What follows belongs to an exercise in optimizing a design on an open flow for small area and a short achievable clock period; a production flow would make more cautious choices. In this exercise RTL edits were held to simulation tests only and were not proved equivalent to the original.

File: config.mk
export PLATFORM = sky130hd
export DESIGN_NAME = slave_clock_hand_positioner
export DESIGN_NICKNAME = slave_clock_hand_positioner
export VERILOG_FILES = /design/flow/design.v
export SDC_FILE = /design/flow/constraint.sdc
export NUM_CORES = 4
export LEC_CHECK = 0
export ABC_AREA = 1
export CAP_MARGIN = 0
export CORE_MARGIN = 2
export CORE_UTILIZATION = 55
export PLACE_DENSITY = 0.75
export SLEW_MARGIN = 0
File: flow/run.sh
#!/bin/bash
# Standard layout, with port buffers of a faster cell and timing repair aiming for extra
# setup slack at the design's clock.
set -euo pipefail
export SETUP_SLACK_MARGIN=9.5
export BUFFER_PORTS_ARGS="-buffer_cell sky130_fd_sc_hd__buf_1"
bash standard.sh > standard.log 2>&1
File: constraint.sdc
create_clock -name core_clock -period 18.0 [get_ports {clk}]
set_input_delay 3.6000 -clock core_clock [delete_from_list [all_inputs] [get_ports {clk}]]
set_output_delay 3.6000 -clock core_clock [all_outputs]
set_load 0.01 [all_outputs]
File: design.v
package schp_pkg;
	localparam logic [1:0] MODE_READY = 2'd0;
	localparam logic [1:0] MODE_WAIT  = 2'd1;
	localparam logic [1:0] MODE_MOVE  = 2'd2;
	localparam logic [1:0] MODE_STOP  = 2'd3;
	localparam logic [2:0] OP_MOVE  = 3'd0;
	localparam logic [2:0] OP_STEP  = 3'd1;
	localparam logic [2:0] OP_RTC   = 3'd2;
	localparam logic [2:0] OP_STOP  = 3'd3;
	localparam logic [2:0] OP_START = 3'd4;
endpackage
module schp_add #(
	parameter int W = 8
) (
	input  logic [W-1:0] a,
	input  logic [W-1:0] b,
	input  logic         cin,
	output logic [W-1:0] s,
	output logic         cout
);
	localparam int N = W + 1;
	logic [N-1:0] g, p;
	always_comb begin
		g[0] = cin;
		p[0] = 1'b0;
		for (int i = 0; i < W; i++) begin
			g[i+1] = a[i] & b[i];
			p[i+1] = a[i] ^ b[i];
		end
		for (int l = 0; (1 << l) < N; l++) begin
			for (int i = 0; i < N; i++) begin
				if ((i >> l) & 1) begin
					g[i] = g[i] | (p[i] & g[((i >> l) << l) - 1]);
					p[i] = p[i] & p[((i >> l) << l) - 1];
				end
			end
		end
		for (int i = 0; i < W; i++)
			s[i] = a[i] ^ b[i] ^ g[i];
		cout = g[W];
	end
endmodule
module schp_add_bk #(
	parameter int W = 8
) (
	input  logic [W-1:0] a,
	input  logic [W-1:0] b,
	input  logic         cin,
	output logic [W-1:0] s,
	output logic         cout
);
	localparam int N = W + 1;
	logic [N-1:0] g, p;
	always_comb begin
		g[0] = cin;
		p[0] = 1'b0;
		for (int i = 0; i < W; i++) begin
			g[i+1] = a[i] & b[i];
			p[i+1] = a[i] ^ b[i];
		end
		for (int l = 0; (1 << l) < N; l++) begin
			for (int i = (2 << l) - 1; i < N; i += (2 << l)) begin
				g[i] = g[i] | (p[i] & g[i - (1 << l)]);
				p[i] = p[i] & p[i - (1 << l)];
			end
		end
		for (int l = 5; l >= 0; l--) begin
			for (int i = 3 * (1 << l) - 1; i < N; i += (2 << l)) begin
				g[i] = g[i] | (p[i] & g[i - (1 << l)]);
				p[i] = p[i] & p[i - (1 << l)];
			end
		end
		for (int i = 0; i < W; i++)
			s[i] = a[i] ^ b[i] ^ g[i];
		cout = g[W];
	end
endmodule
module schp_cfg_regs (
	input  logic        clk,
	input  logic        arst_n,
	input  logic        wr_en,
	input  logic [1:0]  wr_index,
	input  logic [15:0] wr_data,
	output logic        motor_block,
	output logic [17:0] k1,
	output logic [19:0] k3
);
	localparam logic [15:0] K0 = 16'd60000;
	logic [15:0] pulse_ms, after_pulse_ms;
	logic [16:0] kx, ky;
	logic [17:0] k1_d;
	logic [19:0] k3_d;
	always_ff @(posedge clk or negedge arst_n) begin
		if (!arst_n) begin
			pulse_ms       <= 16'd4000;
			after_pulse_ms <= 16'd0;
			motor_block    <= 1'b0;
		end else if (wr_en) begin
			case (wr_index)
				2'd0: pulse_ms       <= wr_data;
				2'd1: after_pulse_ms <= wr_data;
				2'd2: motor_block    <= wr_data[0];
				default: ;
			endcase
		end
	end
	always_comb begin
		for (int i = 0; i < 16; i++) begin
			kx[i]   = pulse_ms[i] ^ after_pulse_ms[i] ^ K0[i];
			ky[i+1] = (pulse_ms[i] & after_pulse_ms[i]) | (pulse_ms[i] & K0[i]) |
			          (after_pulse_ms[i] & K0[i]);
		end
		kx[16] = 1'b0;
		ky[0]  = 1'b0;
	end
	schp_add_bk #(.W(17)) u_k1 (.a(kx), .b(ky), .cin(1'b0), .s(k1_d[16:0]), .cout(k1_d[17]));
	schp_add_bk #(.W(19)) u_k3 (.a({1'b0, k1_d}), .b({k1_d, 1'b0}), .cin(1'b0), .s(k3_d[18:0]),
	                         .cout(k3_d[19]));
	always_ff @(posedge clk) begin
		k1 <= k1_d;
		k3 <= k3_d;
	end
endmodule
module schp_move_plan (
	input  logic [3:0]  dial_hours,
	input  logic [5:0]  dial_minutes,
	input  logic [3:0]  target_hours,
	input  logic [5:0]  target_minutes,
	output logic [9:0]  fwd,
	output logic        at_target
);
	logic [5:0]    tm, mp, d0, dp, fm;
	logic [1:0]    dc;
	logic          borrow, carry;
	logic [3:0]    hc, fh0, fh_m1, fh_p1, fh;
	logic [4:0]    hd;
	logic [7:0]    fh15;
	assign tm = target_minutes;
	always_comb begin
		mp     = 6'd60 - dial_minutes;
		d0     = tm - dial_minutes;
		dp     = tm + mp;
		borrow = tm < dial_minutes;
		carry  = (tm[5:2] == 4'b1111) && (dial_minutes[5:2] == 4'b0000) &&
		         (dial_minutes[1:0] <= tm[1:0]);
		dc     = tm[1:0] - dial_minutes[1:0];
		fm     = borrow ? dp : carry ? {4'd0, dc} : d0;
	end
	always_comb begin
		hc    = (dial_hours == 4'd12) ? 4'd0 : dial_hours;
		hd    = {1'b0, target_hours} - {1'b0, hc};
		if (hd[4])
			fh0 = hd[3:0] + 4'd12;
		else if (hd >= 5'd12)
			fh0 = hd[3:0] - 4'd12;
		else
			fh0 = hd[3:0];
		fh_m1 = (fh0 == 4'd0) ? 4'd11 : fh0 - 4'd1;
		fh_p1 = (fh0 == 4'd11) ? 4'd0 : fh0 + 4'd1;
		fh    = borrow ? fh_m1 : carry ? fh_p1 : fh0;
	end
	always_comb begin
		fh15 = {fh, 4'd0} - {4'd0, fh};
		fwd  = {fh15 + {4'd0, fm[5:2]}, fm[1:0]};
	end
	assign at_target = (fh == 4'd0) && (fm == 6'd0);
endmodule
module schp_wait_plan (
	input  logic [9:0]  fwd,
	input  logic [17:0] k1,
	input  logic [19:0] k3,
	output logic        wait_rtc
);
	localparam int          SW   = 30;
	localparam logic [29:0] Bias = 30'd222506836;
	logic [19:0]   nq [5];
	logic [SW-1:0] row [5];
	logic [SW-1:0] s1a, c1a, s1b, c1b, s2, c2, s3, c3;
	logic [SW-1:0] g, t;
	function automatic logic [SW-1:0] fa_s(input logic [SW-1:0] a, b, c);
		fa_s = a ^ b ^ c;
	endfunction
	function automatic logic [SW-1:0] fa_c(input logic [SW-1:0] a, b, c);
		fa_c = {((a & b) | (a & c) | (b & c)), 1'b0};
	endfunction
	always_comb begin
		for (int i = 0; i < 5; i++) begin
			nq[i] = ~(({20{fwd[2*i +: 2] == 2'd1}} & 20'(k1)) |
			          ({20{fwd[2*i +: 2] == 2'd2}} & {1'b0, k1, 1'b0}) |
			          ({20{fwd[2*i +: 2] == 2'd3}} & k3));
			row[i] = SW'(nq[i]) << (2*i);
		end
		s1a = fa_s(row[0], row[1], row[2]);
		c1a = fa_c(row[0], row[1], row[2]);
		s1b = fa_s(row[3], row[4], Bias);
		c1b = fa_c(row[3], row[4], Bias);
		s2  = fa_s(s1a, c1a, s1b);
		c2  = fa_c(s1a, c1a, s1b);
		s3  = fa_s(s2, c2, c1b);
		c3  = fa_c(s2, c2, c1b);
		g[0] = 1'b0;
		t[0] = 1'b0;
		for (int i = 0; i < SW - 1; i++) begin
			g[i+1] = s3[i] & c3[i];
			t[i+1] = s3[i] | c3[i];
		end
		for (int l = 0; (1 << l) < SW; l++) begin
			for (int i = 0; i < SW; i++) begin
				if (((i >> l) & 1) && (((i >> l) << l) - 1 >= 0)) begin
					g[i] = g[i] | (t[i] & g[((i >> l) << l) - 1]);
					t[i] = t[i] & t[((i >> l) << l) - 1];
				end
			end
		end
		wait_rtc = !(s3[SW-1] ^ c3[SW-1] ^ g[SW-1]);
	end
endmodule
module schp_core (
	input  logic        clk,
	input  logic        arst_n,
	input  logic        accept,
	input  logic [2:0]  op,
	input  logic [3:0]  target_hours,
	input  logic [5:0]  target_minutes,
	input  logic [4:0]  rtc_hours,
	input  logic [5:0]  rtc_minutes,
	input  logic        motor_block,
	input  logic [17:0] k1,
	input  logic [19:0] k3,
	output logic [25:0] res
);
	logic [1:0] mode_q, mode_d, mode_eff;
	logic       plan_q, plan_d;
	logic [3:0] hours_q, hours_d;
	logic [5:0] minutes_q, minutes_d;
	logic       pol_q, pol_d;
	logic [9:0] rem_q, rem_d;
	logic       fire_q, fire_d;
	logic       done_q, done_d;
	logic [9:0] fwd;
	logic       at_target, wait_rtc;
	logic [4:0] rtc_h12;
	schp_move_plan u_plan (
		.dial_hours     (hours_q),
		.dial_minutes   (minutes_q),
		.target_hours   (target_hours),
		.target_minutes (target_minutes),
		.fwd            (fwd),
		.at_target      (at_target)
	);
	schp_wait_plan u_wait (
		.fwd      (rem_q),
		.k1       (k1),
		.k3       (k3),
		.wait_rtc (wait_rtc)
	);
	assign mode_eff = plan_q ? (wait_rtc ? schp_pkg::MODE_WAIT : schp_pkg::MODE_MOVE) : mode_q;
	always_comb begin
		if (rtc_hours == 5'd0)
			rtc_h12 = 5'd12;
		else if (rtc_hours > 5'd12)
			rtc_h12 = rtc_hours - 5'd12;
		else
			rtc_h12 = rtc_hours;
	end
	always_comb begin
		mode_d    = mode_eff;
		plan_d    = 1'b0;
		hours_d   = hours_q;
		minutes_d = minutes_q;
		pol_d     = pol_q;
		rem_d     = rem_q;
		fire_d    = 1'b0;
		done_d    = 1'b0;
		case (op)
			schp_pkg::OP_MOVE: begin
				if (mode_eff == schp_pkg::MODE_READY) begin
					rem_d = fwd;
					if (at_target)
						done_d = 1'b1;
					else
						plan_d = 1'b1;
				end
			end
			schp_pkg::OP_STEP: begin
				if (mode_eff == schp_pkg::MODE_MOVE) begin
					fire_d = !motor_block;
					pol_d  = pol_q ^ !motor_block;
					if (minutes_q == 6'd59) begin
						minutes_d = 6'd0;
						hours_d   = (hours_q >= 4'd12) ? 4'd1 : hours_q + 4'd1;
					end else begin
						minutes_d = minutes_q + 6'd1;
					end
					rem_d = rem_q - 10'd1;
					if (rem_q <= 10'd1) begin
						mode_d = schp_pkg::MODE_READY;
						done_d = 1'b1;
					end
				end
			end
			schp_pkg::OP_RTC: begin
				if (mode_eff == schp_pkg::MODE_WAIT &&
				    rtc_h12 == {1'b0, hours_q} && rtc_minutes == minutes_q) begin
					mode_d = schp_pkg::MODE_READY;
					done_d = 1'b1;
				end
			end
			schp_pkg::OP_STOP: begin
				mode_d = schp_pkg::MODE_STOP;
			end
			schp_pkg::OP_START: begin
				if (mode_eff == schp_pkg::MODE_STOP)
					mode_d = schp_pkg::MODE_READY;
			end
			default: ;
		endcase
	end
	always_ff @(posedge clk or negedge arst_n) begin
		if (!arst_n) begin
			mode_q <= schp_pkg::MODE_READY;
			plan_q <= 1'b0;
		end else if (accept) begin
			mode_q <= mode_d;
			plan_q <= plan_d;
		end else begin
			mode_q <= mode_eff;
			plan_q <= 1'b0;
		end
	end
	always_ff @(posedge clk or negedge arst_n) begin
		if (!arst_n) begin
			hours_q   <= 4'd12;
			minutes_q <= 6'd0;
			pol_q     <= 1'b0;
		end else if (accept) begin
			hours_q   <= hours_d;
			minutes_q <= minutes_d;
			pol_q     <= pol_d;
		end
	end
	always_ff @(posedge clk) begin
		if (accept)
			rem_q <= rem_d;
	end
	always_ff @(posedge clk) begin
		if (accept) begin
			fire_q <= fire_d;
			done_q <= done_d;
		end
	end
	assign res = {done_q, (mode_eff == schp_pkg::MODE_MOVE) ? rem_q : 10'd0, pol_q, minutes_q,
	              hours_q, fire_q & pol_q, fire_q & !pol_q, mode_eff};
endmodule
module slave_clock_hand_positioner (
	input  logic        clk,
	input  logic        arst_n,
	input  logic        s_axis_tvalid,
	output logic        s_axis_tready,
	input  logic [23:0] s_axis_tdata,
	input  logic [2:0]  s_axis_tuser,
	output logic        m_axis_tvalid,
	input  logic        m_axis_tready,
	output logic [31:0] m_axis_tdata,
	input  logic        cfg_valid,
	output logic        cfg_ready,
	input  logic [1:0]  cfg_index,
	input  logic [15:0] cfg_data
);
	logic        motor_block;
	logic [17:0] k1;
	logic [19:0] k3;
	logic [25:0] res;
	logic        out_valid_q;
	logic        in_accept;
	assign cfg_ready = 1'b1;
	schp_cfg_regs u_cfg (
		.clk            (clk),
		.arst_n         (arst_n),
		.wr_en          (cfg_valid),
		.wr_index       (cfg_index),
		.wr_data        (cfg_data),
		.motor_block    (motor_block),
		.k1             (k1),
		.k3             (k3)
	);
	assign s_axis_tready = !out_valid_q || m_axis_tready;
	assign in_accept     = s_axis_tvalid && s_axis_tready;
	schp_core u_core (
		.clk            (clk),
		.arst_n         (arst_n),
		.accept         (in_accept),
		.op             (s_axis_tuser),
		.target_hours   (s_axis_tdata[3:0]),
		.target_minutes (s_axis_tdata[9:4]),
		.rtc_hours      (s_axis_tdata[14:10]),
		.rtc_minutes    (s_axis_tdata[20:15]),
		.motor_block    (motor_block),
		.k1             (k1),
		.k3             (k3),
		.res            (res)
	);
	always_ff @(posedge clk or negedge arst_n) begin
		if (!arst_n)
			out_valid_q <= 1'b0;
		else if (s_axis_tready)
			out_valid_q <= s_axis_tvalid;
	end
	assign m_axis_tvalid = out_valid_q;
	assign m_axis_tdata  = {6'd0, res};
endmodule
File: standard.sh
#!/bin/bash
# synth_recipe.tcl (not shown) runs the flow's synth.tcl, then flattens the netlist and writes it again
# the make line also repeats each setting of config.mk as NAME=value (left out here)
make -C /OpenROAD-flow-scripts/flow DESIGN_CONFIG=/design/flow/config.mk WORK_HOME=/design/flow/orfs CLKGATE_MAP_FILE= SYNTH_SCRIPT=/design/flow/synth_recipe.tcl "${@:-finish}"
==> run summary, run 1 <==
Post-Synthesis Cells between 1k and 1.5k; die area ~0.020 sq mm; CTS tree yes; startpoint class of the critical path flip-flop; Post-Synth Adder-Cell Area between 20% and 30%; Residual DRC 0; Top FF cell, synth dfrtp_1; filler cell count 1742; setup TNS 0 ps; flops & latches, synth 97; final setup skew 15.4 ps; post-synth top area share 14.0%; Worst Path Required 14400 ps; syn avg cell area 7.60 sq um; multi-input logic area 0.00685 sq mm; Worst-Skew Late Latency ~350 ps; post-synthesis simple-gate area fraction 18.0%; Max clock buf depth 2; root buf cell clkbuf_16; n_diodes 0; die height 141 microns; post-synth top area cell fa_1; Vias/cell 5.53; yosys warns 9; Worst path slowest cell fa_1; share of layout cells above drive strength 1 6.18%; Die Width roughly 140 microns; max_cap viols 0; initial drt markers a little under 800; WP data arrival 4700 ps; pin count of the biggest net entering global routing 49; H-tree Lvls 3; xor and xnor fraction of the mapped netlist area roughly 3.1%; FFs w/ async S/R, synth 49.5%; CP Max Fanout 16; Worst setup EP type output pin; post-route minimum period 8300 ps; IO buf count 74; clk sink count 97; Reg area 0.00231 sq mm; initial antenna violation count 0; DP HPWL between 15 and 20 mm; slew at the pin closest to its max-slew limit 1060 ps; Rel. slew slack 29.2%; Compound-Gate Fraction of Synth Area 16.1%; mux share of post-synthesis cell area 0.0973%; DRT Pass-1 Iters 5; gpl congestion 0.957; Congestion Overflow GR 0; I/O Pins 85; met2 wire len 11.7 mm; EDFF count, synth 12; part of the Yosys area used for sequential elements 22.5%; fmax 120 MHz; CP peak stage delay between 500 and 600 ps; TritonCTS Buffers 9; Slew Limit Fails 0; DRT met1 WL 11.7 mm; final setup vio count 0; cells along the critical path inv_1, nor2_2, inv_2, o221ai_1, fa_1, fa_1, inv_1, fa_1, o22ai_1, nor2_1, nand3_1, nand3_1, nand3_1, nand2_4, nand2_4, o21ai_2, nand2_1, inv_1, buf_1; count leader, synth inv_1; DR WL met3 1.74 mm; Final Hold Fails 0; unrepaired setup endpoints after global routing false; final wirelength roughly 26 mm; Cell Area, Synth around 0.010 sq mm; kind of cell adding the most delay to the critical path adder cells; top cells by count, synth 278 x inv_1, 276 x nand2_1, 115 x ha_1, 82 x o21ai_0, 77 x nor2_1; first-pass GRT wire length 41.7 mm; synth unique cells 54; main combinational cell family by area after synthesis adder cells; Worst-path clk slew 80 ps; cell area after layout between 0.01 and 0.015 sq mm; WHS 491 ps; top routing layer in use met4; area of the core 0.0185 sq mm; outcome finished clean; WL/cell 15.4 microns; crit path buf inv count 5; # rows 50; Placed Area 0.0107 sq mm; nets@finish 1657; Global Route Usage Sum between 20% and 30%; Initial Utilization approximately 56%; worst min path class reg2reg; critical path type reg2out; Final Util 60.6%; Post-DRT Antenna Nets 0; vias in the first global route between 8k and 9k; area grow syn2layout 9.18%; final period utilization 46.1%; routed vias 9172; Synth area leaders fa_1 14%, ha_1 14%, inv_1 10%
-- metal layers --
| layer | track usage [%] | vias up |
|---|---|---|
| met2 | 42.6 | 339 |
| met4 | 7.05 | 0 |
| met1 | 35.6 | 4269 |
| li1 | - | 4528 |
| met3 | 3.60 | 36 |
| met5 | 0 | - |
-- final cells by class --
cell class	instances	share of cell area, %
Clock buffer	9	2.01
Timing Repair inverter	1	0.0446
Timing Repair Buffer	86	3.40
Multi-Input combinational cell	941	61.0
Sequential cell	97	20.6
Tap cell	234	2.61
Inverter	284	9.58
Clock inverter	7	0.747
-- worst paths after layout --
check | startpoint | to | cells past startpoint | slack [ps]
worst max-delay path | u_core.rem_q[5]$_DFFE_PP_ | m_axis_tdata[22] | 19 | 9700
worst min-delay path | u_cfg.pulse_ms[13]$_DFFE_PN0P_ | u_cfg.pulse_ms[13]$_DFFE_PN0P_ | 2 | 490
worst max register to register | u_core.rem_q[5]$_DFFE_PP_ | u_core.rem_q[7]$_DFFE_PP_ | 19 | 12710
worst min register to register | u_cfg.pulse_ms[13]$_DFFE_PN0P_ | u_cfg.pulse_ms[13]$_DFFE_PN0P_ | 2 | 490
max in group asynchronous | arst_n | u_core.minutes_q[4]$_DFFE_PN0P_ | 2 | 14250
min in group asynchronous | arst_n | u_cfg.after_pulse_ms[14]$_DFFE_PN0P_ | 2 | 3330
-- worst register-to-register path: stages (launching register included) --
cell      delay (ps)
edfxtp_1         460
inv_1            100
nor2_2           260
inv_2            230
o221ai_1         340
fa_1             510
fa_1             540
inv_1             50
fa_1             550
o22ai_1           90
nor2_1           140
nand3_1           90
nand3_1          130
nand3_1          130
nand2_4          140
nand2_4          120
o21ai_2          180
buf_4            210
nand2_1          190
nand2_1          460
-- timing repair --
action | CTS | global route
buffers inserted | 4 | 4
endpoints found under the setup margin | 12 | 12
gates resized for setup | 18 | 14
endpoints found under the hold margin | 0 | 0
hold buffers | 0 | 0
pin swaps | 1 | 10
cloned | 1 | 1
-- placed cells by master, fill, tap and decap left out, types with 40 or more instances in the layout --
master / n
fa_1: 72
ha_1: 112
o221ai_1: 45
a21oi_1: 56
nor2_1: 71
o21ai_0: 81
nand2_1: 271
dfrtp_1: 40
nand3_1: 49
inv_1: 273
buf_1: 73
-- stage by stage --
step / instances / setup slack (ps)
3_5_place_dp: 1633 / 9090
6_report: 1659 / 9700
5_1_grt: 1659 / 9500
3_3_place_gp: 1633 / 9140
2_1_floorplan: 1358 / 10430
4_1_cts: 1654 / 9520
-- logic make-up (layout without fill, tap and decap cells) --
kind of cell               Yosys count  in the layout
buffers and inverters              321            387
and+or+nand+nor                    446            446
other                                2              7
xor gates and xnor gates            36             36
AOI/OAI and AO/OA                  263            264
adders and majority gates          187            187
muxes                                1              1
DFF                                 97             97
-- state kept, by name (all words and copies together), names as in the netlist --
register,count
out_valid_q,1
u_cfg.after_pulse_ms,16
u_cfg.k1,17
u_cfg.k3,20
u_cfg.motor_block,1
u_cfg.pulse_ms,16
u_core.done_q,1
u_core.fire_q,1
u_core.hours_q,4
u_core.minutes_q,6
u_core.mode_q,2
u_core.plan_q,1
u_core.pol_q,1
u_core.rem_q,10
==> inputs of run 2 (changes only) <==
--- a/design.v
+++ b/design.v
@@ -166,7 +166,7 @@
 	assign at_target = (fh == 4'd0) && (fm == 6'd0);
 endmodule
 module schp_wait_plan (
-	input  logic [9:0]  fwd,
+	input  logic [13:0] sel,
 	input  logic [17:0] k1,
 	input  logic [19:0] k3,
 	output logic        wait_rtc
@@ -184,12 +184,14 @@
 		fa_c = {((a & b) | (a & c) | (b & c)), 1'b0};
 	endfunction
 	always_comb begin
-		for (int i = 0; i < 5; i++) begin
-			nq[i] = ~(({20{fwd[2*i +: 2] == 2'd1}} & 20'(k1)) |
-			          ({20{fwd[2*i +: 2] == 2'd2}} & {1'b0, k1, 1'b0}) |
-			          ({20{fwd[2*i +: 2] == 2'd3}} & k3));
+		for (int i = 0; i < 4; i++) begin
+			nq[i] = ~(({20{sel[3*i]}} & 20'(k1)) |
+			          ({20{sel[3*i+1]}} & {1'b0, k1, 1'b0}) |
+			          ({20{sel[3*i+2]}} & k3));
 			row[i] = SW'(nq[i]) << (2*i);
 		end
+		nq[4]  = ~(({20{sel[12]}} & 20'(k1)) | ({20{sel[13]}} & {1'b0, k1, 1'b0}));
+		row[4] = SW'(nq[4]) << 8;
 		s1a = fa_s(row[0], row[1], row[2]);
 		c1a = fa_c(row[0], row[1], row[2]);
 		s1b = fa_s(row[3], row[4], Bias);
@@ -238,6 +240,7 @@
 	logic       fire_q, fire_d;
 	logic       done_q, done_d;
 	logic [9:0] fwd;
+	logic [13:0] sel_q, sel_d;
 	logic       at_target, wait_rtc;
 	logic [4:0] rtc_h12;
 	schp_move_plan u_plan (
@@ -249,7 +252,7 @@
 		.at_target      (at_target)
 	);
 	schp_wait_plan u_wait (
-		.fwd      (rem_q),
+		.sel      (sel_q),
 		.k1       (k1),
 		.k3       (k3),
 		.wait_rtc (wait_rtc)
@@ -339,6 +342,17 @@
 			pol_q     <= pol_d;
 		end
 	end
+	always_comb begin
+		for (int i = 0; i < 4; i++) begin
+			sel_d[3*i]   = (fwd[2*i +: 2] == 2'd1);
+			sel_d[3*i+1] = (fwd[2*i +: 2] == 2'd2);
+			sel_d[3*i+2] = (fwd[2*i +: 2] == 2'd3);
+		end
+		sel_d[12] = (fwd[9:8] == 2'd1);
+		sel_d[13] = (fwd[9:8] == 2'd2);
+	end
+	always_ff @(posedge clk)
+		sel_q <= sel_d;
 	always_ff @(posedge clk) begin
 		if (accept)
 			rem_q <= rem_d;
--- a/config.mk
+++ b/config.mk
@@ -6,8 +6,8 @@
 export NUM_CORES = 4
 export LEC_CHECK = 0
 export ABC_AREA = 1
-export CAP_MARGIN = 0
+export CAP_MARGIN = 20
 export CORE_MARGIN = 2
 export CORE_UTILIZATION = 55
 export PLACE_DENSITY = 0.75
-export SLEW_MARGIN = 0
+export SLEW_MARGIN = 20
==> run 2 against run 1 <==
Compared with the run above:
- still clean on timing, DRC and antenna
- cell area is essentially flat
- global-route usage fell by 2.5 points
- cell count about the same
- sequential cell count increased by 14
- critical path type unchanged
- critical endpoint is now m_axis_tdata[23]
- largest cell class unchanged
- highest routed layer unchanged
==> run summary, run 2 <==
unrepaired setup endpoints after global routing false; Final Hold Fails 0 (unchanged); FFs w/ async S/R, synth 43.2% (-6.2 points); Worst path slowest cell fa_1; count leader, synth nand2_1; Residual DRC 0 (unchanged); n_diodes 0 (unchanged); EDFF count, synth 12 (unchanged); die area 0.0203 sq mm (+2.4%); worst min path class reg2reg; post-synthesis simple-gate area fraction 20.0% (+2.0 points); post-synth top area share 13.7% (-0.34 points); DRT Pass-1 Iters 5 (unchanged); # hold bufs at CTS 0 (unchanged); die height 142 microns (+1.2%); commonest cells after routing, fill and taps aside 307 x nand2_1, 261 x inv_1, 112 x ha_1, 82 x o21ai_0, 74 x nor2_1; Post-Synth Adder-Cell Area 27.0% (-1.0 points); yosys warns 9 (unchanged); filler cell count 1689 (-3.0%); xor and xnor fraction of the mapped netlist area 3.48% (+0.34 points); Worst R2R Start u_core.sel_q[1]$_DFF_P_; area of the core 0.0188 sq mm (+1.4%); part of the Yosys area used for sequential elements 24.6% (+2.1 points); fmax 123 MHz (+2.1%); commonest non-fill, non-tap cell in the layout nand2_1; clk sink count 111 (+14%); Worst-path clk slew 70 ps (about the same); synth unique cells 54 (unchanged); first-pass GRT wire length 38.9 mm (-6.7%); area grow syn2layout 6.51%; Post-DRT Antenna Nets 0 (unchanged); H-tree Lvls 3 (unchanged); cell area after layout 0.0112 sq mm (about the same); startpoint class of the critical path flip-flop; Rel. slew slack 36.3% (+7.1 points); WP data arrival 4530 ps (-170 ps); slew at the pin closest to its max-slew limit 953 ps (-106 ps); Slew Limit Fails 0 (unchanged); final setup margin 9870 ps (+167 ps); top cells by count, synth 307 x nand2_1, 261 x inv_1, 112 x ha_1, 82 x o21ai_0, 74 x nor2_1; post-synth top area cell fa_1; nets@finish 1655 (-0.12%); TritonCTS Buffers 9 (unchanged); Worst-Skew Late Latency 360 ps (about the same); initial drt markers 735 (-5.6%); kind of cell adding the most delay to the critical path adder cells; Initial Utilization 56.2% (+0.61 points); DP HPWL 18.0 mm (-9.4%); CTS tree yes; post-route minimum period 8130 ps (-167 ps); setup bufs post-CTS 0 (-4); final setup skew 10.5 ps (-4.86 ps); final period utilization 45.2% (-0.93 points); Vias/cell 5.27 (-4.7%); syn avg cell area 7.69 sq um (+1.1%); Max clock buf depth 2 (unchanged); Post-Synthesis Cells 1371 (+1.3%); vias in the first global route 8457 (-3.2%); final wirelength 22.3 mm (-13%); routed vias 8743 (-4.7%); Worst Path Required 14400 ps (about the same); outcome finished clean; Global Route Usage Sum 23.2% (-2.5 points); IO buf count 74 (unchanged); Congestion Overflow GR 0 (unchanged); Synth area leaders fa_1 14%, ha_1 13%, nand2_1 11%; root buf cell clkbuf_16; # rows 50 (unchanged); Top FF cell, synth dfxtp_1; mux share of post-synthesis cell area 0% (-0.097 points); CP startpoint u_core.sel_q[1]$_DFF_P_; max FFs per register 20 (unchanged); main combinational cell family by area after synthesis adder cells; pin count of the biggest net entering global routing 49 (unchanged); setup TNS 0 ps (unchanged); crit path buf inv count 5 (unchanged); Placed Area 0.0110 sq mm (+2.1%); max_cap viols 0 (unchanged); CP peak stage delay 570 ps (+20 ps); initial antenna violation count 0 (unchanged); Worst setup EP type output pin; Worst R2R Setup Slack 13020 ps (+310 ps); Compound-Gate Fraction of Synth Area 13.5% (-2.6 points); Die Width 142 microns (+1.2%); CTS resizes 0 (-18); CP Max Fanout 17 (+1); min-delay src u_cfg.after_pulse_ms[15]$_DFFE_PN0P_; gpl congestion 0.930 (-2.8%); Crit path top cell by count nand2_1; Cell Area, Synth 0.0105 sq mm (+2.5%); Placement Setup Slack 10130 ps (+1040 ps); flops & latches, synth 111 (+14%); final setup vio count 0 (unchanged); cells along the critical path inv_1, o211ai_1, fa_1, inv_1, fa_1, fa_1, inv_1, nor3_1, a21oi_1, o21ai_0, nand2_1, nand3_1, nand2_1, nand2_1, nand2_1, o21ai_2, nand2_1, inv_1, buf_1; share of layout cells above drive strength 1 4.35% (-1.8 points); I/O Pins 85 (unchanged); top flop regs u_cfg.k3 x20, u_cfg.k1 x17; WL/cell 13.4 microns (-13%); Biggest register u_cfg.k3; critical path type reg2out
-- run 2: per-stage QoR --
stage          cells  utilization [%]  hold WS, ps
4_1_cts         1660             59.7          491
3_3_place_gp    1644             58.3          466
2_1_floorplan   1376                -          453
6_report        1660             59.8          488
3_5_place_dp    1644             58.3          473
5_1_grt         1660             59.8          511
-- run 2: worst paths after layout --
path | end | cells past startpoint
worst max-delay path | m_axis_tdata[23] | 19
worst min-delay path | u_cfg.after_pulse_ms[15]$_DFFE_PN0P_ | 2
worst max register to register | u_core.rem_q[3]$_DFFE_PP_ | 18
worst min register to register | u_cfg.after_pulse_ms[15]$_DFFE_PN0P_ | 2
max in group asynchronous | u_core.plan_q$_DFF_PN0_ | 2
min in group asynchronous | u_cfg.after_pulse_ms[1]$_DFFE_PN0P_ | 2
-- run 2: per-layer routing --
| layer | global-route usage (%) | vias up | wire length (microns) |
|---|---|---|---|
| met2 | 36.7 | 221 | 9780 |
| met4 | 6.57 | 0 | 407 |
| met5 | 0 | - | 0 |
| met3 | 3.16 | 20 | 1100 |
| li1 | - | 4489 | - |
| met1 | 33.6 | 4013 | 11000 |
-- run 2: layout make-up --
type	instances	area, sq um	share of cell area, %
Timing Repair Buffer	76	294	2.62
Sequential cell	111	2590	23.1
Tap cell	234	293	2.61
Clock inverter	3	21.3	0.189
Multi-Input combinational cell	956	6770	60.3
Clock buffer	13	240	2.14
Inverter	267	1010	9.03
-- run 2: cells by family (layout without fill, tap and decap cells) --
logic type,Yosys count,count (layout)
AND/OR/NAND/NOR,492,492
flip-flops,111,111
adder cells (fa/ha/maj),184,184
XOR/XNOR,41,41
other,2,7
buffers and inverters,309,359
AO/OA/AOI/OAI,232,232
-- run 2: worst reg2reg max path: cells and delay by family (launching register included) --
kind            cells  cell delay (ps)
buf+inv             3              530
simple gates        8             1510
compound gates      4              680
fa+ha+maj           3             1640
flops               1              300
==> inputs of run 3 (changes only) <==
==> flow/run.sh (replaced) <==
#!/bin/bash
# Standard layout, with port buffers of a faster cell and timing repair aiming for extra
# setup slack at the design's clock.
set -euo pipefail
export SETUP_SLACK_MARGIN=10.7
export BUFFER_PORTS_ARGS="-buffer_cell sky130_fd_sc_hd__buf_1"
bash standard.sh > standard.log 2>&1
==> run 3 against run 2 <==
Compared with the run above:
- utilization rose by 2.8 points
- die area unchanged
- setup slack improved by 630 ps
- critical path type unchanged
- clock-buffer cell count unchanged
- synthesized cell count did not move
- cell area grew 4.6%
- highest routed layer unchanged
==> run summary, run 3 <==
commonest non-fill, non-tap cell in the layout nand2_1; TritonCTS Buffers 9 (unchanged); Placed Area 0.0110 sq mm (about the same); Die Width 142 microns (unchanged); R2R Path End u_cfg.k3[18]$_DFF_P_; Post-Synthesis Cells 1371 (unchanged); synth unique cells 54 (unchanged); clk sink count 111 (unchanged); n_diodes 0 (unchanged); kind of cell adding the most delay to the critical path adder cells; part of the Yosys area used for sequential elements 24.6% (unchanged); DRT Pass-1 Iters 5 (unchanged); final setup skew 13.0 ps (+2.45 ps); H-tree Lvls 3 (unchanged); Slew Limit Fails 0 (unchanged); Vias/cell 5.33 (+1.1%); outcome finished clean; Worst setup EP type output pin; final wirelength 23.4 mm (+5.0%); Final Hold Fails 0 (unchanged); die height 142 microns (unchanged); Hold Path Cell Cnt 2 (unchanged); cell area after layout 0.0117 sq mm (+4.6%); Top FF cell, synth dfxtp_1; Global Route Usage Sum 23.6% (+0.40 points); Worst R2R Setup Slack 13210 ps (+190 ps); syn avg cell area 7.69 sq um (unchanged); nets@finish 1690 (+2.1%); count leader, synth nand2_1; Worst Path Required 14400 ps (about the same); CP startpoint u_core.sel_q[1]$_DFF_P_; IO buf count 74 (unchanged); post-synth top area cell fa_1; max FFs per register 20 (unchanged); slew at the pin closest to its max-slew limit 903 ps (-49.8 ps); area grow syn2layout 11.4%; critical path type reg2out; Biggest register u_cfg.k3; CTS tree yes; fmax 133 MHz (+8.4%); Worst Hold Path EP u_cfg.pulse_ms[13]$_DFFE_PN0P_; WP data arrival 3900 ps (-630 ps); Max clock buf depth 2 (unchanged); flops & latches, synth 111 (unchanged); Worst R2R Start u_cfg.after_pulse_ms[1]$_DFFE_PN0P_; share of layout cells above drive strength 1 11.2% (+6.9 points); initial antenna violation count 0 (unchanged); top flop regs u_cfg.k3 x20, u_cfg.k1 x17; FFs w/ async S/R, synth 43.2% (unchanged); final setup vio count 0 (unchanged); Post-DRT Antenna Nets 0 (unchanged); Worst path slowest cell fa_1; Rel. slew slack 39.7% (+3.3 points); post-route minimum period 7500 ps (-631 ps); DP HPWL 17.7 mm (-1.6%); top cells by count, synth 307 x nand2_1, 261 x inv_1, 112 x ha_1, 82 x o21ai_0, 74 x nor2_1; routed vias 9028 (+3.3%); Synth area leaders fa_1 14%, ha_1 13%, nand2_1 11%; crit path buf inv count 5 (unchanged); Congestion Overflow GR 0 (unchanged); EDFF count, synth 12 (unchanged); Initial Utilization 56.2% (unchanged); min-delay src u_cfg.pulse_ms[13]$_DFFE_PN0P_; commonest cells after routing, fill and taps aside 302 x nand2_1, 252 x inv_1, 111 x ha_1, 77 x o21ai_0, 71 x nor2_1; Worst-path clk slew 70 ps (about the same); setup TNS 0 ps (unchanged); FF-to-FF path depth 23 (+5); cells along the critical path clkinvlp_4, buf_6, o211ai_1, fa_1, inv_2, fa_1, fa_1, nor2_1, nor3_2, a21oi_1, o21ai_1, nand2_1, nand3_2, nand2_2, nand2_4, nand2_4, o21ai_4, nand2_1, inv_1, buf_2; vias in the first global route 8553 (+1.1%); CP peak stage delay 460 ps (-110 ps); Cell Area, Synth 0.0105 sq mm (unchanged); initial drt markers 687 (-6.5%); root buf cell clkbuf_16; I/O Pins 85 (unchanged); gpl congestion 0.934 (+0.39%); WL/cell 13.8 microns (+2.8%); unrepaired setup endpoints after global routing true; die area 0.0203 sq mm (unchanged); area of the core 0.0188 sq mm (unchanged); yosys warns 9 (unchanged); max_cap viols 0 (unchanged); first-pass GRT wire length 39.4 mm (+1.2%); pin count of the biggest net entering global routing 49 (unchanged); post-synth top area share 13.7% (unchanged); # hold bufs at CTS 0 (unchanged); Residual DRC 0 (unchanged); worst min path class reg2reg; Crit path top cell by count fa_1; startpoint class of the critical path flip-flop; Worst-Skew Late Latency 360 ps (about the same); # rows 50 (unchanged); CP Max Fanout 6 (-11); final period utilization 41.7% (-3.5 points)
## run 3: cell types whose count changed in the layout (fill, tap and decap cells not counted), sizes merged
cell	before	now
buf	75	105
clkinv	2	5
clkinvlp	4	6
inv	264	263
o21ai	88	89
## run 3: per-stage QoR
stage / utilization [%] / hold WS (ps) / worst slack [ps] / cells
4_1_cts: 61.8 / 490 / 10450 / 1683
3_5_place_dp: 58.4 / 473 / 10090 / 1644
2_1_floorplan: - / 453 / 10710 / 1376
3_3_place_gp: 58.4 / 467 / 10160 / 1644
5_1_grt: 62.6 / 498 / 10280 / 1695
6_report: 62.6 / 487 / 10500 / 1695
## run 3: per-layer routing
| layer | GRT usage [%] | up-vias | wire length [microns] |
|---|---|---|---|
| met5 | 0 | - | 0 |
| met4 | 7.09 | 0 | 531 |
| met3 | 3.33 | 39 | 1290 |
| met2 | 38.1 | 265 | 10600 |
| met1 | 33.3 | 4163 | 11000 |
| li1 | - | 4561 | - |
## run 3: final cells by class
| cell class | count | area, sq um |
|---|---|---|
| Clock buffer | 13 | 270 |
| Clock inverter | 3 | 26.3 |
| Fill cell | 1650 | 7020 |
| Inverter | 267 | 1030 |
| Multi-Input combinational cell | 957 | 6920 |
| Sequential cell | 111 | 2640 |
| Tap cell | 234 | 293 |
| Timing Repair Buffer | 106 | 549 |
| Timing Repair inverter | 4 | 22.5 |
## run 3: kinds of logic after synthesis
kind of cell	count (synthesis)	synth area share, %
and+or+nand+nor	492	20.0
buffers and inverters	309	11.3
AOI/OAI and AO/OA	232	13.5
adders and majority gates	184	27.0
DFF	111	24.6
xor gates and xnor gates	41	3.48
other	2	0.0713
## run 3: how the worst max path moves through the flow
stage | endpoint | slack (ps) | cells past startpoint
floorplan | s_axis_tready | 10710 | 2
global placement | m_axis_tdata[15] | 10160 | 17
detailed placement | m_axis_tdata[20] | 10090 | 19
CTS | m_axis_tdata[20] | 10450 | 19
global route | m_axis_tdata[21] | 10280 | 20
finish | m_axis_tdata[24] | 10500 | 20
## run 3: what timing repair did
action,CTS,global route
pin swaps,41,21
gates cloned,4,1
resized for setup,75,17
buffers inserted,19,11
endpoints found under the setup margin,15,24
## run 3: worst min-delay path, stage by stage, from the launching register on
cell and delay [ps]:
dfrtp_1 350, nand2_1 50, o21ai_0 50
==> inputs of run 4 (changes only) <==
==> flow/run.sh (replaced) <==
#!/bin/bash
# Standard layout, with port buffers of a faster cell and timing repair aiming for extra
# setup slack at the design's clock.
set -euo pipefail
export SETUP_SLACK_MARGIN=10
export BUFFER_PORTS_ARGS="-buffer_cell sky130_fd_sc_hd__buf_1"
bash standard.sh > standard.log 2>&1
==> run 4 against run 3 <==
Compared with the run above:
- clock-buffer cell count did not move
- critical path depth fell by 1
- critical endpoint is now m_axis_tdata[23]
- via count fell by 2.0%
- worst hold slack barely moved
- highest routed layer unchanged
- still clean
==> run summary, run 4 <==
vias in the first global route 8475 (-0.91%); pin count of the biggest net entering global routing 49 (unchanged); root buf cell clkbuf_16; top cells by count, synth 307 x nand2_1, 261 x inv_1, 112 x ha_1, 82 x o21ai_0, 74 x nor2_1; synth unique cells 54 (unchanged); die height 142 microns (unchanged); Worst setup EP type output pin; outcome finished clean; final setup vio count 0 (unchanged); startpoint class of the critical path flip-flop; commonest cells after routing, fill and taps aside 305 x nand2_1, 257 x inv_1, 112 x ha_1, 82 x o21ai_0, 74 x nor2_1; initial drt markers 709 (+3.2%); WP data arrival 4150 ps (+250 ps); EDFF count, synth 12 (unchanged); H-tree Lvls 3 (unchanged); DRT Pass-1 Iters 7 (+2); Placed Area 0.0110 sq mm (about the same); clk sink count 111 (unchanged); Worst Path Required 14400 ps (about the same); nets@finish 1664 (-1.5%); Worst-Skew Late Latency 360 ps (about the same); fmax 129 MHz (-3.3%); max FFs per register 20 (unchanged); post-route minimum period 7750 ps (+254 ps); cell area after layout 0.0113 sq mm (-3.5%); Global Route Usage Sum 23.3% (-0.37 points); area of the core 0.0188 sq mm (unchanged); die area 0.0203 sq mm (unchanged); Top FF cell, synth dfxtp_1; Post-Synthesis Cells 1371 (unchanged); share of layout cells above drive strength 1 6.06% (-5.2 points); slew at the pin closest to its max-slew limit 960 ps (+56.5 ps); DP HPWL 18.0 mm (+1.6%); post-synth top area share 13.7% (unchanged); Rel. slew slack 35.9% (-3.8 points); Die Width 142 microns (unchanged); yosys warns 9 (unchanged); initial antenna violation count 0 (unchanged); final wirelength 22.6 mm (-3.3%); area grow syn2layout 7.55%; n_diodes 0 (unchanged); Max clock buf depth 2 (unchanged); FFs w/ async S/R, synth 43.2% (unchanged); Residual DRC 0 (unchanged); I/O Pins 85 (unchanged); Post-DRT Antenna Nets 0 (unchanged); Slew Limit Fails 0 (unchanged); final period utilization 43.1% (+1.4 points); flops & latches, synth 111 (unchanged); gpl congestion 0.930 (-0.39%); part of the Yosys area used for sequential elements 24.6% (unchanged); Biggest register u_cfg.k3; final setup skew 10.1 ps (-2.90 ps); critical path type reg2out; syn avg cell area 7.69 sq um (unchanged); Worst-path clk slew 70 ps (about the same); first-pass GRT wire length 39.0 mm (-1.1%); Initial Utilization 56.2% (unchanged); Cell Area, Synth 0.0105 sq mm (unchanged); top flop regs u_cfg.k3 x20, u_cfg.k1 x17; WL/cell 13.6 microns (-1.8%); filler cell count 1685 (+2.1%); Vias/cell 5.30 (-0.52%); TritonCTS Buffers 9 (unchanged); routed vias 8843 (-2.0%); IO buf count 74 (unchanged); Final Hold Fails 0 (unchanged); setup TNS 0 ps (unchanged); # rows 50 (unchanged); max_cap viols 0 (unchanged); multi-input logic area 0.00680 sq mm (-1.7%); CP Max Fanout 7 (+1); Synth area leaders fa_1 14%, ha_1 13%, nand2_1 11%; worst min path class reg2reg; CTS tree yes; Reg area 0.00260 sq mm (-1.2%); post-synth top area cell fa_1; count leader, synth nand2_1; Congestion Overflow GR 0 (unchanged); unrepaired setup endpoints after global routing false; commonest non-fill, non-tap cell in the layout nand2_1
==> run 4: cell types whose count changed in the layout (fill, tap and decap cells not counted), sizes merged <==
cell | before | now
buf | 105 | 82
clkinv | 5 | 1
clkinvlp | 6 | 5
inv | 263 | 265
==> run 4: timing repair <==
action / 4_1_cts / 5_1_grt
pin swaps: 1 / 3
hold buffers: 0 / 0
buffers inserted: 2 / 5
setup endpoints to repair: 10 / 10
gates resized for setup: 10 / 16
gates cloned: 0 / 2
==> run 4: worst max-delay path, cell delays in order (launching register included) <==
cell and delay [ps]:
dfxtp_2 390, clkinvlp_4 190, o211ai_1 280, fa_1 500, fa_1 560, inv_1 60
fa_1 560, nand2_1 50, o21ai_0 70, nand2_1 70, o22ai_1 130, nand2_1 70
a31oi_1 170, nor2_1 70, nand2_2 110, nand2_4 100, o21ai_2 140, nand2_1 90
inv_1 60, buf_1 140
==> run 4: path summary, 6_finish.rpt <==
path	startpoint	end	cells after the start	slack, ps
min in group asynchronous	arst_n	u_cfg.after_pulse_ms[1]$_DFFE_PN0P_	2	3350
hold reg to reg	u_cfg.after_pulse_ms[15]$_DFFE_PN0P_	u_cfg.after_pulse_ms[15]$_DFFE_PN0P_	2	490
hold / removal	u_cfg.after_pulse_ms[15]$_DFFE_PN0P_	u_cfg.after_pulse_ms[15]$_DFFE_PN0P_	2	490
setup reg to reg	u_core.hours_q[0]$_DFFE_PN0P_	u_core.rem_q[7]$_DFFE_PP_	30	13100
max in group asynchronous	arst_n	u_core.plan_q$_DFF_PN0_	2	14200
setup / recovery	u_core.sel_q[1]$_DFF_P_	m_axis_tdata[23]	19	10250
==> run 4: routing by layer <==
layer | vias to the layer above | track usage [%] | part of all wire, %
li1 | 4510 | - | -
met1 | 4098 | 33.5 | 50
met2 | 211 | 36.7 | 44
met3 | 24 | 3.30 | 4.5
met4 | 0 | 6.57 | 1.9
met5 | - | 0 | 0
==> run 4: stage by stage <==
stage | instances | hold WS (ps) | setup WS (ps) | utilization (%)
final | 1669 | 487 | 10250 | 60.4
after floorplan | 1376 | 453 | 10630 | -
after CTS | 1662 | 491 | 10010 | 59.9
after detailed placement | 1644 | 473 | 10130 | 58.3
after global routing | 1669 | 511 | 10040 | 60.4
after global placement | 1644 | 466 | 10150 | 58.3
==> run 4: cells by family (layout without fill, tap and decap cells) <==
family          after synthesis  in the layout  share of synthesized area [%]
compound gates              232            233                           13.5
xor+xnor                     41             41                           3.48
fa+ha+maj                   184            184                           27.0
buf+inv                     309            367                           11.3
flops                       111            111                           24.6
other cells                   2              7                         0.0713
simple gates                492            492                           20.0
==> run 4: area by class of cell <==
type | instances | area share (%)
Timing Repair inverter | 1 | 0.0662
Clock buffer | 13 | 2.12
Sequential cell | 111 | 23.0
Clock inverter | 3 | 0.188
Inverter | 267 | 9.01
Multi-Input combinational cell | 957 | 60.0
Tap cell | 234 | 2.58
Timing Repair Buffer | 83 | 3.06
==> inputs of run 5 (changes only) <==
==> flow/run.sh (replaced) <==
#!/bin/bash
# Standard layout, with port buffers of a faster cell and timing repair aiming for extra
# setup slack at the design's clock.
set -euo pipefail
export SETUP_SLACK_MARGIN=10.4
export BUFFER_PORTS_ARGS="-buffer_cell sky130_fd_sc_hd__buf_1"
bash standard.sh > standard.log 2>&1
--- a/config.mk
+++ b/config.mk
@@ -5,7 +5,6 @@
 export SDC_FILE = /design/flow/constraint.sdc
 export NUM_CORES = 4
 export LEC_CHECK = 0
-export ABC_AREA = 1
 export CAP_MARGIN = 20
 export CORE_MARGIN = 2
 export CORE_UTILIZATION = 55
==> run 5 against run 4 <==
Compared with the run above:
- fmax shrank 2.6%
- utilization grew 2.6 points
- critical path type unchanged
- worst hold slack gained 19 ps
- critical endpoint is now m_axis_tdata[19]
- clock-buffer cell count shrank 1
- synthesized area shrank 0.77%
==> run summary, run 5 <==
outcome finished clean; n_diodes 0 (unchanged); DP HPWL 16.9 mm (-6.1%); commonest non-fill, non-tap cell in the layout inv_1; Worst Path Required 14400 ps (about the same); met2 Use GR 37.0% (+0.28 points); Synth area leaders fa_1 14%, ha_1 13%, dfxtp_1 9.8%; Vias/cell 6.01 (+13%); final setup vio count 0 (unchanged); WP data arrival 4360 ps (+210 ps); initial antenna violation count 0 (unchanged); top flop regs u_cfg.k3 x20, u_cfg.k1 x17; CTS tree yes; synth unique cells 90 (+67%); flops & latches, synth 111 (unchanged); post-synthesis simple-gate area fraction 11.0% (-9.0 points); main combinational cell family by area after synthesis adder cells; I/O Pins 85 (unchanged); Congestion Overflow GR 0 (unchanged); area of the core 0.0187 sq mm (-0.33%); first-pass GRT wire length 37.8 mm (-3.0%); DRT Pass-1 Iters 11 (+4); post-synth top area cell fa_1; CP peak stage delay 540 ps (-20 ps); Post-DRT Antenna Nets 0 (unchanged); min-delay src u_cfg.pulse_ms[11]$_DFFE_PN1P_; IO buf count 74 (unchanged); root buf cell clkbuf_16; mux share of post-synthesis cell area 4.01% (+4.0 points); unrepaired setup endpoints after global routing true; post-synth top area share 13.8% (+0.11 points); met1 usage 31.9% (-1.6 points); H-tree Lvls 3 (unchanged); Worst Hold Path EP u_cfg.pulse_ms[11]$_DFFE_PN1P_; max FFs per register 20 (unchanged); WL/cell 16.4 microns (+21%); vias in the first global route 7924 (-6.5%); R2R Path End u_core.hours_q[0]$_DFFE_PN0P_; # rows 50 (unchanged); xor and xnor fraction of the mapped netlist area 3.85% (+0.37 points); fmax 126 MHz (-2.6%); Global Route Usage Sum 22.8% (-0.43 points); # hold bufs at CTS 0 (unchanged); initial drt markers 1200 (+69%); FFs w/ async S/R, synth 43.2% (unchanged); Biggest register u_cfg.k3; Worst R2R Setup Slack 12870 ps (-230 ps); Worst setup EP type output pin; Worst path slowest cell fa_1; Placed Area 0.0108 sq mm (-1.8%); Max clock buf depth 2 (unchanged); Rel. slew slack 42.8% (+7.0 points); part of the Yosys area used for sequential elements 24.8% (+0.19 points); routed vias 8561 (-3.2%); Worst-path clk slew 70 ps (about the same); slew at the pin closest to its max-slew limit 855 ps (-105 ps); cell area after layout 0.0118 sq mm (+3.9%); yosys warns 9 (unchanged); CP startpoint u_core.sel_q[3]$_DFF_P_; syn avg cell area 9.41 sq um (+22%); commonest cells after routing, fill and taps aside 186 x inv_1, 108 x ha_1, 67 x a222oi_1, 62 x fa_1, 60 x buf_1; Post-Synth Adder-Cell Area 27.5% (+0.50 points); Compound-Gate Fraction of Synth Area 18.7% (+5.2 points); Worst-Skew Late Latency 360 ps (about the same); setup TNS 0 ps (unchanged); Post-Synthesis Cells 1111 (-19%); Cell Area, Synth 0.0105 sq mm (-0.77%); top cells by count, synth 188 x inv_1, 112 x ha_1, 72 x fa_1, 67 x a222oi_1, 58 x nand2_1; critical path type reg2out; final setup skew 14.3 ps (+4.17 ps); CP Max Fanout 6 (-1); startpoint class of the critical path flip-flop; TritonCTS Buffers 9 (unchanged); EDFF count, synth 12 (unchanged); final period utilization 44.2% (+1.2 points); die area 0.0201 sq mm (-0.75%); Initial Utilization 55.9% (-0.25 points); Final Hold Fails 0 (unchanged); Top FF cell, synth dfxtp_1; Hold Path Cell Cnt 2 (unchanged); gpl congestion 0.908 (-2.4%); Worst R2R Start u_core.sel_q[0]$_DFF_P_; share of layout cells above drive strength 1 18.1% (+12 points); most used routing layer met2; Slew Limit Fails 0 (unchanged); Die Width 142 microns (-0.38%); cells along the critical path buf_2, buf_4, a222oi_1, inv_1, fa_1, fa_1, inv_1, fa_2, a22o_1, a31oi_1, o21ai_1, a211o_2, o21ba_4, and2_4, buf_6; area grow syn2layout 12.6%; Residual DRC 0 (unchanged); max_cap viols 0 (unchanged); final wirelength 23.3 mm (+2.9%); GRT met3 Usage 4.39% (+1.1 points); nets@finish 1420 (-15%); post-route minimum period 7960 ps (+209 ps); die height 142 microns (-0.38%); Final Util 63.0% (+2.6 points); clk sink count 111 (unchanged); filler cell count 1478 (-12%); FF-to-FF path depth 17 (-43%); worst min path class reg2reg; count leader, synth inv_1; pin count of the biggest net entering global routing 49 (unchanged)
## run 5: changes by cell type in the layout (fill, tap and decap cells not counted), moves of 37 or more
cell      before  now
buf_4          9   48
inv_1        257  186
nand3_1       56   19
nand2_1      305   58
o21ai_0       82   33
a222oi_1       0   67
## run 5: cells by family (layout without fill, tap and decap cells)
kind of cell,count (synthesis),count (layout)
DFF,111,111
adders and majority gates,187,187
buffers and inverters,259,333
muxes,38,38
other,2,7
AOI/OAI and AO/OA,246,247
and+or+nand+nor,222,222
xor gates and xnor gates,46,46
## run 5: layout make-up
cell class	instances	area [sq um]	share of cell area (%)
multi-input cells	747	7100	60.3
repair buffers	128	748	6.35
clock buffers	12	248	2.10
inverters	189	709	6.02
well taps	234	293	2.49
flip-flops and latches	111	2650	22.5
clock inverters	4	30.0	0.255
## run 5: worst max path at each step
stage	to	slack, ps
after floorplan	m_axis_tdata[20]	10390
after global placement	m_axis_tdata[19]	9790
after detailed placement	m_axis_tdata[17]	9720
after CTS	m_axis_tdata[21]	10030
after global routing	m_axis_tdata[19]	9880
final	m_axis_tdata[19]	10040
## run 5: stage by stage
| stage | hold WS, ps | instances | setup slack [ps] |
|---|---|---|---|
| final | 506 | 1425 | 10040 |
| after CTS | 510 | 1401 | 10030 |
| after global routing | 514 | 1425 | 9880 |
| after global placement | 490 | 1358 | 9790 |
| after floorplan | 477 | 1116 | 10390 |
| after detailed placement | 495 | 1358 | 9720 |
## run 5: layer usage
layer / up-vias / wire length, microns
met5: - / 0
met4: 0 / 414
met3: 42 / 1640
met2: 354 / 10900
met1: 4095 / 10300
li1: 4070 / -
## run 5: repair_timing
item | in CTS | in global routing
gates cloned | 1 | 0
gates resized for setup | 66 | 50
endpoints found under the setup margin | 20 | 22
setup buffers | 26 | 24
pin swaps | 44 | 39
## run 5: worst max-delay path: cells and delay by family, from the launching register on
family	cells	cell delay (ps)
AO/OA/AOI/OAI	6	1420
buffers and inverters	5	590
AND/OR/NAND/NOR	1	160
flip-flops	1	380
adder cells (fa/ha/maj)	3	1470
==> inputs of run 6 (changes only) <==
--- a/config.mk
+++ b/config.mk
@@ -5,6 +5,7 @@
 export SDC_FILE = /design/flow/constraint.sdc
 export NUM_CORES = 4
 export LEC_CHECK = 0
+export ABC_AREA = 1
 export CAP_MARGIN = 20
 export CORE_MARGIN = 2
 export CORE_UTILIZATION = 55
==> run 6 against run 5 <==
Compared with the run above:
- via count up 4.3%
- setup slack better by 430 ps
- utilization down 1.4 points
- clock-buffer cell count grew 1
- worst hold slack got worse by 19 ps
- synthesized area increased by 0.78%
- cell count rose by 18%
- first-iteration DRC count shrank 41%
- critical path depth grew 2
- critical path type unchanged
- largest cell class unchanged
==> run summary, run 6 <==
FFs w/ async S/R, synth 43.2% (unchanged); max FFs per register 20 (unchanged); syn avg cell area 7.69 sq um (-18%); worst min path class reg2reg; post-route minimum period 7530 ps (-433 ps); die height 142 microns (+0.38%); I/O Pins 85 (unchanged); Rel. slew slack 36.3% (-6.5 points); share of layout cells above drive strength 1 9.85% (-8.2 points); vias in the first global route 8579 (+8.3%); CTS tree yes; TritonCTS Buffers 9 (unchanged); Worst R2R Start u_core.hours_q[0]$_DFFE_PN0P_; root buf cell clkbuf_16; commonest cells after routing, fill and taps aside 303 x nand2_1, 253 x inv_1, 112 x ha_1, 73 x o21ai_0, 70 x fa_1; Cell Area, Synth 0.0105 sq mm (+0.78%); area grow syn2layout 9.70%; unrepaired setup endpoints after global routing true; Worst-path clk slew 70 ps (about the same); cell area after layout 0.0116 sq mm (-1.8%); initial drt markers 703 (-41%); count leader, synth nand2_1; final wirelength 23.1 mm (-0.76%); routed vias 8933 (+4.3%); final setup skew 10.8 ps (-3.48 ps); yosys warns 9 (unchanged); Initial Utilization 56.2% (+0.25 points); initial antenna violation count 0 (unchanged); part of the Yosys area used for sequential elements 24.6% (-0.19 points); top flop regs u_cfg.k3 x20, u_cfg.k1 x17; R2R Path End u_core.rem_q[7]$_DFFE_PP_; Worst-Skew Late Latency 360 ps (about the same); outcome finished clean; Residual DRC 0 (unchanged); Hold Path Cell Cnt 2 (unchanged); FF-to-FF path depth 30 (+13); Congestion Overflow GR 0 (unchanged); Biggest register u_cfg.k3; n_diodes 0 (unchanged); post-synth top area share 13.7% (-0.11 points); Worst R2R Setup Slack 13180 ps (+310 ps); # hold bufs at CTS 0 (unchanged); Final Util 61.6% (-1.4 points); final setup vio count 0 (unchanged); max_cap viols 0 (unchanged); Post-Synthesis Cells 1371 (+23%); clk sink count 111 (unchanged); DP HPWL 18.0 mm (+6.5%); flops & latches, synth 111 (unchanged); Top FF cell, synth dfxtp_1; critical path type reg2out; Final Hold Fails 0 (unchanged); commonest non-fill, non-tap cell in the layout nand2_1; area of the core 0.0188 sq mm (+0.33%); min-delay src u_cfg.after_pulse_ms[15]$_DFFE_PN0P_; Worst Hold Path EP u_cfg.after_pulse_ms[15]$_DFFE_PN0P_; fmax 133 MHz (+5.8%); post-synth top area cell fa_1; WHS 487 ps (-18.8 ps); slew at the pin closest to its max-slew limit 953 ps (+98.0 ps); Die Width 142 microns (+0.38%); WL/cell 13.8 microns (-16%); Synth area leaders fa_1 14%, ha_1 13%, nand2_1 11%; H-tree Lvls 3 (unchanged); final period utilization 41.8% (-2.4 points); Global Route Usage Sum 23.7% (+0.85 points); Worst setup EP type output pin; IO buf count 74 (unchanged); Max clock buf depth 2 (unchanged); nets@finish 1671 (+18%); Placed Area 0.0110 sq mm (+1.8%); CP Max Fanout 7 (+1); DRT Pass-1 Iters 5 (-6); filler cell count 1659 (+12%); synth unique cells 54 (-40%); Post-DRT Antenna Nets 0 (unchanged); setup TNS 0 ps (unchanged); die area 0.0203 sq mm (+0.76%); gpl congestion 0.930 (+2.4%); EDFF count, synth 12 (unchanged); first-pass GRT wire length 39.6 mm (+4.8%); Slew Limit Fails 0 (unchanged); Vias/cell 5.33 (-11%); top cells by count, synth 307 x nand2_1, 261 x inv_1, 112 x ha_1, 82 x o21ai_0, 74 x nor2_1; # rows 50 (unchanged); startpoint class of the critical path flip-flop; WP data arrival 3930 ps (-430 ps); Worst Path Required 14400 ps (about the same); pin count of the biggest net entering global routing 49 (unchanged)
[run 6: routing by layer]
metal	vias to the layer above	wire length (microns)	global-route usage [%]
li1	4525	-	-
met1	4102	11100	34.3
met2	278	10200	37.4
met3	28	1290	2.96
met4	0	502	6.93
met5	-	0	0
[run 6: what timing repair did]
action | in CTS | in global routing
setup endpoints to repair | 12 | 15
gates cloned | 2 | 2
buffers inserted | 7 | 5
pin swaps | 18 | 39
gates resized for setup | 48 | 47
[run 6: metrics by stage]
step           cells  setup WS [ps]
2_1_floorplan   1376          10630
5_1_grt         1676          10290
4_1_cts         1669          10400
3_3_place_gp    1644          10150
6_report        1676          10470
3_5_place_dp    1644          10130
[run 6: final cells by class]
| class | instances | area, sq um | share of cell area, % |
|---|---|---|---|
| repair inverters | 3 | 17.5 | 0.152 |
| repair buffers | 88 | 415 | 3.59 |
| multi-input cells | 957 | 6910 | 59.8 |
| clock inverters | 3 | 21.3 | 0.184 |
| well taps | 234 | 293 | 2.53 |
| inverters | 267 | 1030 | 8.87 |
| clock buffers | 13 | 240 | 2.08 |
| flip-flops and latches | 111 | 2630 | 22.8 |
[run 6: logic make-up (layout without fill, tap and decap cells)]
logic type                 Yosys count  after routing  share of synthesized area (%)
and+or+nand+nor                    492            492                           20.0
buffers and inverters              309            374                           11.3
AOI/OAI and AO/OA                  232            233                           13.5
adders and majority gates          184            184                           27.0
DFF                                111            111                           24.6
xor gates and xnor gates            41             41                           3.48
other                                2              7                         0.0713
[run 6: worst max path at each step]
stage                             from          endpoint  slack [ps]  depth (start not counted)
6_report       u_core.sel_q[1]$_DFF_P_  m_axis_tdata[18]       10470                         17
5_1_grt        u_core.sel_q[1]$_DFF_P_  m_axis_tdata[18]       10290                         19
4_1_cts        u_core.sel_q[1]$_DFF_P_  m_axis_tdata[15]       10400                         19
3_5_place_dp   u_core.sel_q[6]$_DFF_P_  m_axis_tdata[23]       10130                         19
3_3_place_gp   u_core.sel_q[6]$_DFF_P_  m_axis_tdata[15]       10150                         19
2_1_floorplan  u_core.sel_q[2]$_DFF_P_  m_axis_tdata[15]       10630                         21
[run 6: worst max-delay path, cell delays in order (launching register included)]
cell	delay, ps
dfxtp_4	380
clkinvlp_4	170
o211ai_1	310
fa_1	460
fa_1	490
inv_1	50
fa_1	500
o22ai_2	220
inv_1	60
a31oi_1	170
nand3_2	120
nand2_2	120
nand2_4	80
nand2_8	110
o21ai_4	80
nand2_1	80
inv_1	30
buf_2	130

[re-timing with driven ports]
The results above use ideal ports. As a check the final layouts listed here were re-extracted and re-timed, cells and wires unchanged. Step 1: set_driving_cell puts a clkbuf_16 on clk and a buf_2 on each other input, an assumption about the parent block. Step 2 moves the port delays by t, midway between the first and last clock arrival at a register: inputs arrive t later, outputs are due t later. That takes back most of the time a late clock gives input paths. Slacks: no drivers / after step 1 / after step 2; pairs: no drivers / after step 1.
run | t, ns | setup WS [ns] | worst setup path at the end | pins driven straight from the clock port
run 1 | 0.382 | 9.700 / 9.658 / 10.040 | register to output | 1
run 2 | 0.389 | 9.868 / 9.830 / 10.219 | register to output | 1
run 3 | 0.394 | 10.499 / 10.458 / 10.494 | input to output | 1
run 4 | 0.388 | 10.245 / 10.208 / 10.280 | input to register | 1
run 5 | 0.393 | 10.037 / 9.994 / 10.198 | input to register | 1
run 6 | 0.390 | 10.470 / 10.432 / 10.410 | input to register | 1
After both steps every run listed still meets setup and hold. For run 6, which loses most, drivers alone change the setup slack by -0.038 ns; drivers and shift together by -0.060 ns.
